Source: an optimization exercise on an open RTL-to-GDS flow (aim: small area). Production flows keep margins and buffers that such runs may drop. In this exercise RTL edits were held to simulation tests only and were not proved equivalent to the original. Power figures rest on the tool's default switching activity, not on a simulated workload.

Setup of rev 12:
==> module neighbor_fifo, before the edit <==
module neighbor_fifo #(
  parameter bit FIRST = 1'b0   
) (
  input  logic       i_rst_n,   
  input  logic       i_push,    
  input  logic       i_read,    
  input  logic [3:0] i_last,    
  input  logic       i_lower_empty,  
  output logic [3:0] o_last,    
  output logic       o_wr_en,   
  output logic [7:0] o_sel      
);
  logic [2:0] n;         
  logic       nfull_lo;  
  logic       full, rd_idle, inc, dec;
  logic       c01, z01, z012, idle_e;
  logic [3:0] tgl, keep;
  logic       first, lower_n;
  logic [3:0] lo_n;      
  logic [1:0] hi_n;      
  g_inv u_n0 (.a (i_last[0]), .y (n[0]));
  g_inv u_n1 (.a (i_last[1]), .y (n[1]));
  g_inv u_n2 (.a (i_last[2]), .y (n[2]));
  g_nand3 u_lo3  (.a (i_last[0]), .b (i_last[1]), .c (i_last[2]), .y (nfull_lo));
  g_nor2  u_full (.a (i_last[3]), .b (nfull_lo), .y (full));
  g_nor2  u_ridle (.a (i_read), .b (full), .y (rd_idle));
  g_o21a  u_inc   (.a1 (i_last[3]), .a2 (rd_idle), .b1 (i_push), .y (inc));
  g_nor2  u_idle  (.a (i_push), .b (i_last[3]), .y (idle_e));
  g_and2  u_dec   (.a (idle_e), .b (i_read), .y (dec));
  g_o31a  u_wr (.a1 (i_last[3]), .a2 (nfull_lo), .a3 (i_read), .b1 (i_push), .y (o_wr_en));
  g_and2  u_c01  (.a (i_last[0]), .b (i_last[1]), .y (c01));
  g_nor2  u_z01  (.a (i_last[0]), .b (i_last[1]), .y (z01));
  g_and2  u_z012 (.a (z01), .b (n[2]), .y (z012));
  g_or2   u_t0   (.a (inc), .b (dec), .y (tgl[0]));
  g_a22o  u_t1   (.a1 (inc), .a2 (i_last[0]), .b1 (dec), .b2 (n[0]), .y (tgl[1]));
  g_a22o  u_t2   (.a1 (inc), .a2 (c01), .b1 (dec), .b2 (z01), .y (tgl[2]));
  g_a32o  u_t3   (.a1 (inc), .a2 (c01), .a3 (i_last[2]), .b1 (dec), .b2 (z012), .y (tgl[3]));
  for (genvar i = 0; i < 4; i++) begin : gen_next
    g_xnor2 u_keep (.a (i_last[i]), .b (tgl[i]), .y (keep[i]));
    g_nand2 u_next (.a (i_rst_n), .b (keep[i]), .y (o_last[i]));
  end
  if (FIRST) begin : gen_first
    g_inv  u_first (.a (i_last[3]), .y (first));
  end else begin : gen_later
    g_inv  u_lower (.a (i_lower_empty), .y (lower_n));
    g_nor2 u_first (.a (lower_n), .b (i_last[3]), .y (first));
  end
  for (genvar j = 0; j < 4; j++) begin : gen_lo
    g_nand2 u_lo (
      .a (j[1] ? i_last[1] : n[1]),
      .b (j[0] ? i_last[0] : n[0]),
      .y (lo_n[j])
    );
  end
  g_nand2 u_hi0 (.a (first), .b (n[2]),      .y (hi_n[0]));
  g_nand2 u_hi1 (.a (first), .b (i_last[2]), .y (hi_n[1]));
  for (genvar k = 0; k < 8; k++) begin : gen_sel
    g_nor2 u_sel (.a (lo_n[k % 4]), .b (hi_n[k / 4]), .y (o_sel[k]));
  end
endmodule
==> module eda_fifos, before the edit <==
module eda_fifos (
  input  logic                 i_clk,         
  input  logic                 i_rst_n,       
  input  eda_pkg::nbr_mask_t   i_push,        
  input  eda_pkg::nbr_mask_t   i_read_en,     
  input  eda_pkg::nbr_addr_t   i_addrs,       
  output eda_pkg::nbr_mask_t   o_fifo_empty,  
  output eda_pkg::pixel_addr_t o_data_out     
);
  localparam int N  = eda_pkg::NUM_NEIGHBORS;
  localparam int D  = eda_pkg::FIFO_DEPTH;
  localparam int AW = eda_pkg::ADDR_W;
  logic [N-1:0]         push_v;
  logic [N-1:0]         read_v;
  logic [N-1:0][AW-1:0] addr_v;
  logic [N-1:0]         empty_v;
  logic [N:0]           upto_empty;  
  logic [N-1:0]         wr_en;
  logic [AW-1:0] mem  [N][D];        
  logic [3:0]    last [N];           
  logic [3:0]    last_nx [N];
  logic [N*D+N-1:0] sel;             
  assign push_v = i_push;
  assign read_v = i_read_en;
  assign addr_v = i_addrs;
  assign upto_empty[0] = 1'b1;
  assign upto_empty[1] = last[0][3];
  for (genvar q = 1; q < N; q++) begin : gen_upto
    g_and2 u_upto (.a (upto_empty[q]), .b (last[q][3]), .y (upto_empty[q+1]));
  end
  for (genvar q = 0; q < N; q++) begin : gen_q
    neighbor_fifo #(.FIRST (q == 0)) u_ctl (
      .i_rst_n       (i_rst_n),
      .i_push        (push_v[q]),
      .i_read        (read_v[q]),
      .i_last        (last[q]),
      .i_lower_empty (upto_empty[q]),
      .o_last        (last_nx[q]),
      .o_wr_en       (wr_en[q]),
      .o_sel         (sel[q*D +: D])
    );
    assign empty_v[q] = last[q][3];
    always_ff @(posedge i_clk) begin
      last[q] <= last_nx[q];
    end
    always_ff @(posedge i_clk) begin
      if (wr_en[q]) begin
        mem[q][0] <= addr_v[q];
        for (int k = 1; k < D; k++) mem[q][k] <= mem[q][k-1];
      end
    end
  end
  always_comb begin
    logic seen;
    seen = 1'b0;
    for (int q = 0; q < N; q++) begin
      sel[N*D+q] = upto_empty[N] && push_v[q] && !seen;
      seen       = seen || push_v[q];
    end
  end
  for (genvar b = 0; b < AW; b++) begin : gen_bit
    logic [N*D+N-1:0] col;
    always_comb begin
      for (int q = 0; q < N; q++) begin
        for (int k = 0; k < D; k++) col[q*D+k] = mem[q][k][b];
        col[N*D+q] = addr_v[q][b];
      end
    end
    neighbor_select u_bit (
      .i_sel  (sel),
      .i_data (col),
      .o_bit  (o_data_out[b])
    );
  end
  assign o_fifo_empty = empty_v;
endmodule
Settings: LEC_CHECK=0, CAP_MARGIN=20, CORE_MARGIN=2, CORE_UTILIZATION=75, SETUP_SLACK_MARGIN=0.2, SLEW_MARGIN=20, SYNTH_HIERARCHICAL=1, SYNTH_MINIMUM_KEEP_SIZE=0; clock period 8.0 ns.
standard.sh (not shown) runs the stock make flow with config.mk's settings and CLKGATE_MAP_FILE= SYNTH_SCRIPT=/design/flow/synth_recipe.tcl, a recipe that flattens the netlist after the stock synthesis.
==> flow/flow/run.sh <==
#!/bin/bash
# The standard layout (standard.sh), with two changes to the make settings:
#  - port buffers are sky130_fd_sc_hd__buf_1 instead of the default choice;
#  - clock tree: clkbuf_8 buffers, sink clusters of up to 18 within 60 um,
#    and no dummy loads.
# Everything else (synthesis, floorplan, power grid, placement, routing) is
# the standard flow. make's full output goes to flow_make.log here; each
# step's own log is under orfs/logs/.
set -euo pipefail
bash standard.sh \
  BUFFER_PORTS_ARGS="-buffer_cell sky130_fd_sc_hd__buf_1" \
  CTS_ARGS="-sink_clustering_enable -repair_clock_nets -buf_list sky130_fd_sc_hd__clkbuf_8 -sink_clustering_size 18 -sink_clustering_max_diameter 60 -dont_use_dummy_load" \
  finish > flow_make.log 2>&1
Relative to rev 12, the following input files were edited for rev 13:
--- a/flow/design.v
+++ b/flow/design.v
@@ -45,10 +45,11 @@
   input  logic       i_read,    
   input  logic [3:0] i_last,    
   input  logic       i_lower_empty,  
   output logic [3:0] o_last,    
   output logic       o_wr_en,   
+  output logic       o_wr_n,    
   output logic [7:0] o_sel      
 );
   logic [2:0] n;         
   logic       nfull_lo;  
   logic       full, rd_idle, inc, dec;
@@ -65,10 +66,11 @@
   g_nor2  u_ridle (.a (i_read), .b (full), .y (rd_idle));
   g_o21a  u_inc   (.a1 (i_last[3]), .a2 (rd_idle), .b1 (i_push), .y (inc));
   g_nor2  u_idle  (.a (i_push), .b (i_last[3]), .y (idle_e));
   g_and2  u_dec   (.a (idle_e), .b (i_read), .y (dec));
   g_o31a  u_wr (.a1 (i_last[3]), .a2 (nfull_lo), .a3 (i_read), .b1 (i_push), .y (o_wr_en));
+  g_inv   u_wrn (.a (o_wr_en), .y (o_wr_n));
   g_and2  u_c01  (.a (i_last[0]), .b (i_last[1]), .y (c01));
   g_nor2  u_z01  (.a (i_last[0]), .b (i_last[1]), .y (z01));
   g_and2  u_z012 (.a (z01), .b (n[2]), .y (z012));
   g_or2   u_t0   (.a (inc), .b (dec), .y (tgl[0]));
   g_a22o  u_t1   (.a1 (inc), .a2 (i_last[0]), .b1 (dec), .b2 (n[0]), .y (tgl[1]));
@@ -196,11 +198,13 @@
   logic [N-1:0]         read_v;
   logic [N-1:0][AW-1:0] addr_v;
   logic [N-1:0]         empty_v;
   logic [N:0]           upto_empty;  
   logic [N-1:0]         wr_en;
-  logic [AW-1:0] mem  [N][D];        
+  logic [N-1:0]         wr_n;        
+  logic [D-1:0][AW-1:0] mem    [N];  
+  logic [D-1:0][AW-1:0] mem_nx [N];
   logic [3:0]    last [N];           
   logic [3:0]    last_nx [N];
   logic [N*D+N-1:0] sel;             
   assign push_v = i_push;
   assign read_v = i_read_en;
@@ -217,21 +221,30 @@
       .i_read        (read_v[q]),
       .i_last        (last[q]),
       .i_lower_empty (upto_empty[q]),
       .o_last        (last_nx[q]),
       .o_wr_en       (wr_en[q]),
+      .o_wr_n        (wr_n[q]),
       .o_sel         (sel[q*D +: D])
     );
     assign empty_v[q] = last[q][3];
     always_ff @(posedge i_clk) begin
       last[q] <= last_nx[q];
     end
+    for (genvar k = 0; k < D; k++) begin : gen_slot
+      for (genvar b = 0; b < AW; b++) begin : gen_bit
+        g_a22o u_hold (
+          .a1 (wr_en[q]),
+          .a2 (k == 0 ? addr_v[q][b] : mem[q][k-1][b]),
+          .b1 (wr_n[q]),
+          .b2 (mem[q][k][b]),
+          .y  (mem_nx[q][k][b])
+        );
+      end
+    end
     always_ff @(posedge i_clk) begin
-      if (wr_en[q]) begin
-        mem[q][0] <= addr_v[q];
-        for (int k = 1; k < D; k++) mem[q][k] <= mem[q][k-1];
-      end
+      mem[q] <= mem_nx[q];
     end
   end
   always_comb begin
     logic seen;
     seen = 1'b0;
==> comparison <==
In the metrics for rev 13 and rev 12, the one carrying the lower met3 capacity usage during global routing is rev 13. Power density over the cells (rev 13 / rev 12): 1.2. Largest stage delay on the critical path, rev 13 and rev 12, higher one = rev 13. Compared with rev 12, in rev 13 number of non-clock buffers +about 5%, highest achievable clock rate -about 0.9%.

re-timing with driven ports:
The flow's constraints put no driver on any port. The routed layouts listed below were extracted and timed again, unchanged, in two steps. Step 1 sets driving cells, clkbuf_16 on the clock port and buf_2 on the other inputs (assumed; they add their load-dependent delay and slew). Step 2 also shifts input and output timing later by t, the mid clock arrival at the registers, as if the neighbouring blocks saw the same clock. Three values: ideal ports, drivers, drivers and shift; two values: the first two.
| run | shift t [ns] | setup slack, ns | worst slew at a driven data input, ns | pins driven straight from the clock port |
|---|---|---|---|---|
| rev 12 | 0.703 | 1.917 / 1.861 / 2.406 | 0.09 | 1 |
| rev 13 | 0.691 | 1.861 / 1.806 / 2.413 | 0.11 | 1 |
After both steps every run listed still meets setup and hold.
